Context: an optimization exercise on an open-source flow, tuned for small area, a short achievable clock period and few clock cycles per item. The choices shown serve that exercise and are no tape-out recipe. In this exercise RTL edits were held to simulation tests only and were not proved equivalent to the original. No activity file was given, so power comes from the tool's default toggle rates.

// trade_record_varint_parser
module trade_record_varint_parser (
  input  logic                clk_i,
  input  logic                rst_ni,
  input  logic                in_valid_i,
  output logic                in_stall_o,
  input  logic [8:0]          in_data_i,
  output logic                out_valid_o,
  input  logic                out_stall_i,
  output logic [430:0]        out_data_o,
  input  logic                psel,
  input  logic                penable,
  input  logic                pwrite,
  input  logic [2:0]          paddr,
  input  logic [31:0]         pwdata,
  output logic [31:0]         prdata,
  output logic                pready
);
Size in the first run: roughly 2000 cells after synthesis, ~540 flip-flops, about 520 I/O pins, about 25000 sq um of cells after synthesis.
==> flow/config.mk <==
export PLATFORM = sky130hd
export DESIGN_NAME = trade_record_varint_parser
export DESIGN_NICKNAME = trade_record_varint_parser
export VERILOG_FILES = /design/flow/design.v
export SDC_FILE = /design/flow/constraint.sdc
export NUM_CORES = 4
export LEC_CHECK = 0
export CAP_MARGIN = 20
export CORE_MARGIN = 2
export CORE_UTILIZATION = 65
export CTS_CLUSTER_DIAMETER = 60
export CTS_CLUSTER_SIZE = 25
export SLEW_MARGIN = 20
==> flow/constraint.sdc <==
create_clock -name core_clock -period 10.0 [get_ports {clk_i}]
set_input_delay 2.0000 -clock core_clock [delete_from_list [all_inputs] [get_ports {clk_i}]]
set_output_delay 2.0000 -clock core_clock [all_outputs]
set_load 0.01 [all_outputs]
standard.sh (not shown) runs the stock make flow with config.mk's settings and CLKGATE_MAP_FILE= SYNTH_SCRIPT=/design/flow/synth_recipe.tcl, a recipe that flattens the netlist after the stock synthesis.
==> flow/flow/run.sh <==
#!/bin/bash
set -euo pipefail
bash standard.sh \
  "BUFFER_PORTS_ARGS=-buffer_cell sky130_fd_sc_hd__buf_1" \
  SETUP_SLACK_MARGIN=6.6 \
  finish > flow_make.log 2>&1
Testbench counts at the start, summed over its fixed seeds: cycles 19,190, bytes 19,095.
Next try:
--- a/flow/design.v
+++ b/flow/design.v
@@ -145,26 +145,26 @@
   logic [7:0]      b;
   logic            be, cont, first, toolong, live, more, act, vph, fend;
   logic [15:0]     t_word;
   logic [MagW-1:0] acc_nx;
   logic            sign_nx;
   logic [3:0]      err;
   logic            errany, rec_done, res, block, proc, replay, pe_reset;
   logic [31:0]     sum_lo, sum_hi;
   logic            cy_lo;
   logic [63:0]     val, por;
   logic            tbad, ovf;
   logic [15:0]     cnt_inc;
-  logic [16:0]     cnt_inc2, abs_sum;
-  logic            lt2;
+  logic [16:0]     abs_sum;
+  logic [15:0]     cnt_inc2;
   assign b       = ib_q[8:1];
   assign be      = ib_q[0];
   assign cont    = b[7];
   assign first   = !invar_q;
   assign toolong = invar_q && g_q[8];
   assign live    = live_q;
   assign more    = more_q;
   assign act     = ib_v_q && live;
   assign vph     = |ph_q[PF4:PF0];
   assign fend    = vph && !toolong && !cont;
   assign t_word  = {b, minute_q[7:0]};
   always_comb begin
@@ -238,44 +238,41 @@
     for (int k = 1; k <= 8; k++) begin
       nzb_d[k] = first ? pw[6] : (nzb_q[k] | (orb & (|(g_q & ((9'b1 << (k - 1)) - 9'b1)))));
     end
   end
   assign val   = {2'b00, acc_nx} ^ ({{2{sign_nx & (|por_nx[MagW-1:MagW-1] | acc_nx[MagW-1])}},
                                       {MagW{sign_nx}} & por_nx});
   trvp_add #(.W(32)) u_sum_lo (.a_i(price_q[31:0]), .b_i(f0_q[31:0]), .ci_i(1'b0),
                                .s_o(sum_lo), .co_o(cy_lo));
   trvp_add #(.W(32)) u_sum_hi (.a_i({1'b0, price_q[62:32]}), .b_i({f0_q[62], f0_q[62:32]}),
                                .ci_i(cy_q), .s_o(sum_hi), .co_o());
   assign ovf = !f0_q[62] && sum_hi[31];
   trvp_add #(.W(16)) u_cinc (.a_i(cnt_q), .b_i(16'd1), .ci_i(1'b0), .s_o(cnt_inc), .co_o());
-  trvp_add #(.W(17)) u_cinc2 (.a_i({1'b0, cnt_q}), .b_i(17'd2), .ci_i(1'b0), .s_o(cnt_inc2),
-                              .co_o());
-  trvp_add #(.W(17)) u_lt2 (.a_i({1'b0, rc_q}), .b_i(~cnt_inc2), .ci_i(1'b0), .s_o(),
-                            .co_o(lt2));
+  trvp_add #(.W(16)) u_cinc2 (.a_i(cnt_q), .b_i(16'd2), .ci_i(1'b0), .s_o(cnt_inc2), .co_o());
   trvp_add #(.W(17)) u_abs (.a_i({1'b0, start_q}), .b_i({1'b0, cnt_q}), .ci_i(1'b0),
                             .s_o(abs_sum), .co_o());
   always_ff @(posedge clk_i or negedge rst_ni) begin
     if (!rst_ni) begin
       ph_q     <= 7'b1 << PTLo;
       invar_q  <= 1'b0;
       cnt_q    <= '0;
       cpi_q    <= 1'b0;
       cpz_q    <= 1'b0;
       live_q   <= 1'b0;
       more_q   <= 1'b0;
       upd_q    <= 1'b0;
       upd2_q   <= 1'b0;
       ov_q     <= 1'b0;
       clr_q    <= 1'b0;
-      pz_q     <= 1'b0;
+      pz_q     <= 1'b1;       
     end else begin
       if (!ov_q) pz_q <= 1'b0;
       if (ov_q && !out_stall_i) begin
         ov_q  <= 1'b0;
         cpi_q <= 1'b0;
         cpz_q <= 1'b0;
         if (cpz_q)      cnt_q <= '0;
         else if (cpi_q) cnt_q <= cnt_inc;
       end
       clr_q <= 1'b0;
       if (clr_q) ov_q <= 1'b1;
       upd_q  <= 1'b0;
@@ -285,25 +282,25 @@
           ph_q <= 7'b1 << PTHi;
         end else if (ph_q[PTHi]) begin
           ph_q    <= 7'b1 << PF0;
           invar_q <= 1'b0;
         end else if (!toolong) begin
           invar_q <= cont;
           if (!cont) ph_q <= ph_q[PF4] ? 7'(1 << PTLo) : (ph_q << 1);
           if (!cont && ph_q[PF0] && !be) upd_q <= 1'b1;
         end
         if (rec_done) begin
           cpi_q  <= 1'b1;
           live_q <= more_q;
-          more_q <= lt2;
+          more_q <= more_q && (cnt_inc2 != rc_q);
         end
         if (errany) live_q <= 1'b0;
         if (rec_done) ov_q <= 1'b1;
         if (errany) clr_q <= 1'b1;
       end
       if (pe_reset) begin
         ph_q     <= 7'b1 << PTLo;
         invar_q  <= 1'b0;
         if (proc && res) cpz_q <= 1'b1;
         else             cnt_q <= '0;
         live_q   <= (rc_q != 16'd0);
         more_q   <= (rc_q > 16'd1);
@@ -332,25 +329,25 @@
       vneg_q <= sign_nx && (|acc_nx);
     end
     if ((proc && fend && ph_q[PF2]) || clr_q) begin
       f2_q   <= acc_nx;
       oneg_q <= sign_nx && (|acc_nx);
     end
     if ((proc && fend && ph_q[PF3]) || clr_q) f3_q <= val[62:0];
     if (upd_q) cy_q <= cy_lo;
     if (upd2_q) begin
       ovf_q  <= ovf;
       negp_q <= sum_hi[31];
     end
-    if (!rst_ni || (pz_q && !ov_q) || clr_q) begin
+    if ((pz_q && !ov_q) || clr_q) begin
       price_q <= '0;
     end else begin
       if (upd_q)  price_q[31:0]  <= sum_lo;
       if (upd2_q) price_q[62:32] <= sum_hi[30:0];
     end
     if (proc && res) begin
       oerr_q  <= err;
       olast_q <= !(rec_done && replay);
       oabs_q  <= abs_sum;
       omin_q  <= rec_done ? minute_q : 11'd0;
     end
   end
After rerunning:
- fmax drops slightly
- clock power stays flat
- routed wire length climbs by a few percent
- setup slack got worse by 0.019 ns
- cell area drops slightly
- area after synthesis barely changes
- core utilization is about the same
- non-clock buffer count drops by 4
Testbench counts after the change, summed over its fixed seeds: cycles 19,190, bytes 19,095.

---

before:
trade_record_varint_parser, a different RTL version from the one above (not shown whole).
Size: about 550 flip-flops, roughly 520 I/O pins, about 0.025 mm² of cells after synthesis.
Settings: LEC_CHECK=0, CAP_MARGIN=20, CORE_MARGIN=2, CORE_UTILIZATION=65, CTS_CLUSTER_DIAMETER=60, CTS_CLUSTER_SIZE=25, SLEW_MARGIN=20; clock period 10.0 ns.
Scripts as last shown in full above: flow/flow/run.sh
before | stages: all done | timing, DRC, antenna: all pass
Testbench counts of before, summed over its fixed seeds: cycles 19,190, bytes 19,095.
Changes in after relative to before:
--- a/flow/design.v
+++ b/flow/design.v
@@ -209,20 +209,21 @@
   assign errany   = act && (err != trvp_pkg::ErrNone);
   assign res      = act && (errany || rec_done);
   assign tbad     = t_word >= 16'(trvp_pkg::MinutesPerDay);
   assign block    = (ov_q || clr_q) && (be || (act && (vph || (ph_q[PTHi] && tbad))));
   assign proc     = act && !block;
   assign replay   = rec_done && be && more;
   assign take     = ib_v_q && !block && !(act && replay);
   assign pe_reset = take && be;
   logic [MagW-1:0] por_acc, por_nx;
   logic [6:0]      pw;            
+  logic            nz_nx;
   logic            orb;
   always_comb begin
     for (int i = 0; i < MagW; i++) begin
       if (i < 6) por_acc[i] = |(acc_q[5:0] & ((6'b1 << i) - 6'b1));
       else       por_acc[i] = nzb_q[(i - 6) / 7 + 1]
                             | (|(acc_q[6 + 7 * ((i - 6) / 7) +: 7] & ((7'b1 << ((i - 6) % 7)) - 7'b1)));
     end
   end
   always_comb begin
     pw  = {ibpw_q, 1'b0};
@@ -238,22 +239,22 @@
                   | ((|(g_q[8:0] & ((9'b1 << ((i - 6) / 7)) - 9'b1))) & orb);
       end
     end
   end
   assign por   = {1'b0, 1'b0, por_nx};
   always_comb begin
     for (int k = 1; k <= 8; k++) begin
       nzb_d[k] = first ? pw[6] : (nzb_q[k] | (orb & (|(g_q & ((9'b1 << (k - 1)) - 9'b1)))));
     end
   end
-  assign val   = {2'b00, acc_nx} ^ ({{2{sign_nx & (|por_nx[MagW-1:MagW-1] | acc_nx[MagW-1])}},
-                                      {MagW{sign_nx}} & por_nx});
+  assign nz_nx = por_nx[MagW-1] | acc_nx[MagW-1];    
+  assign val   = {2'b00, acc_nx} ^ ({{2{sign_nx & nz_nx}}, {MagW{sign_nx}} & por_nx});
   trvp_add #(.W(32)) u_sum_lo (.a_i(price_q[31:0]), .b_i(f0_q[31:0]), .ci_i(1'b0),
                                .s_o(sum_lo), .co_o(cy_lo));
   trvp_add #(.W(32)) u_sum_hi (.a_i({1'b0, price_q[62:32]}), .b_i({f0_q[62], f0_q[62:32]}),
                                .ci_i(cy_q), .s_o(sum_hi), .co_o());
   assign ovf = !f0_q[62] && sum_hi[31];
   trvp_add #(.W(16)) u_cinc (.a_i(cnt_q), .b_i(16'd1), .ci_i(1'b0), .s_o(cnt_inc), .co_o());
   trvp_add #(.W(16)) u_cinc2 (.a_i(cnt_q), .b_i(16'd2), .ci_i(1'b0), .s_o(cnt_inc2), .co_o());
   trvp_add #(.W(17)) u_abs (.a_i({1'b0, start_q}), .b_i({1'b0, cnt_q}), .ci_i(1'b0),
                             .s_o(abs_sum), .co_o());
   always_ff @(posedge clk_i or negedge rst_ni) begin
@@ -325,25 +326,25 @@
     if (proc && ph_q[PTHi]) minute_q[10:8] <= b[2:0];
     if (proc && vph && !toolong) begin
       sign_q <= sign_nx;
       g_q    <= first ? 9'b1 : (g_q << 1);
       nzb_q  <= nzb_d;
     end
     if ((proc && vph) || clr_q) acc_q <= (ph_q[PF4] && fend) ? val[62:0] : {1'b0, acc_nx};
     if ((proc && fend && ph_q[PF0]) || clr_q) f0_q <= val[62:0];
     if ((proc && fend && ph_q[PF1]) || clr_q) begin
       f1_q   <= acc_nx;
-      vneg_q <= sign_nx && (|acc_nx);
+      vneg_q <= sign_nx && nz_nx;
     end
     if ((proc && fend && ph_q[PF2]) || clr_q) begin
       f2_q   <= acc_nx;
-      oneg_q <= sign_nx && (|acc_nx);
+      oneg_q <= sign_nx && nz_nx;
     end
     if ((proc && fend && ph_q[PF3]) || clr_q) f3_q <= val[62:0];
     if (upd_q) cy_q <= cy_lo;
     if (upd2_q) begin
       ovf_q  <= ovf;
       negp_q <= sum_hi[31];
     end
     if ((pz_q && !ov_q) || clr_q) begin
       price_q <= '0;
     end else begin
- Going from before to after, routing usage on met1 was more or less identical; antenna diode instance count held.
- On CTS clock-pin slew for the worst setup and hold paths, before and after are neck and neck.
- Comparing proportion of power drawn by combinational gates for before and after, the bigger number came from before.
- Of the two values seen for worst setup path endpoint, out_data_o[384] was produced by after and oneg_q by before.
- The core of after is less densely filled than that of before.
- [compare] base=before new=after: area of the core held steady, worst setup slack held steady, first-iteration DRC count shrank by about 20%.
Testbench counts of after, summed over its fixed seeds: cycles 19,190, bytes 19,095.

port drivers added, routing unchanged:
How much do the figures lean on ideal ports? The routed layouts below were timed once more, with nothing changed but the port constraints. Step 1 assumes that a clkbuf_16 drives the clock port and a buf_2 every other input. Step 2 times the ports against the registers' clock, not the clock port: input delays grow and output delays shrink by t, the midpoint of the rising clock arrivals with the driver on. a / b / c = ideal / step 1 / step 2; a / b = the first two.
run | shift t [ns] | setup slack, ns | worst register clock-pin slew, ns | worst slew at a driven data input, ns
the first run of note 1 | 0.625 | 6.663 / 6.606 / 6.110 | 0.09 / 0.09 | 0.06
the second run of note 1 | 0.631 | 6.645 / 6.589 / 6.132 | 0.09 / 0.09 | 0.06
before | 0.626 | 6.652 / 6.618 / 6.155 | 0.10 / 0.10 | 0.07
after | 0.629 | 6.653 / 6.593 / 6.284 | 0.09 / 0.09 | 0.08
After both steps setup and hold are still met in every run listed. The setup slack of the first run of note 1, which loses most, moves by -0.057 ns with the drivers and by -0.553 ns with both steps.
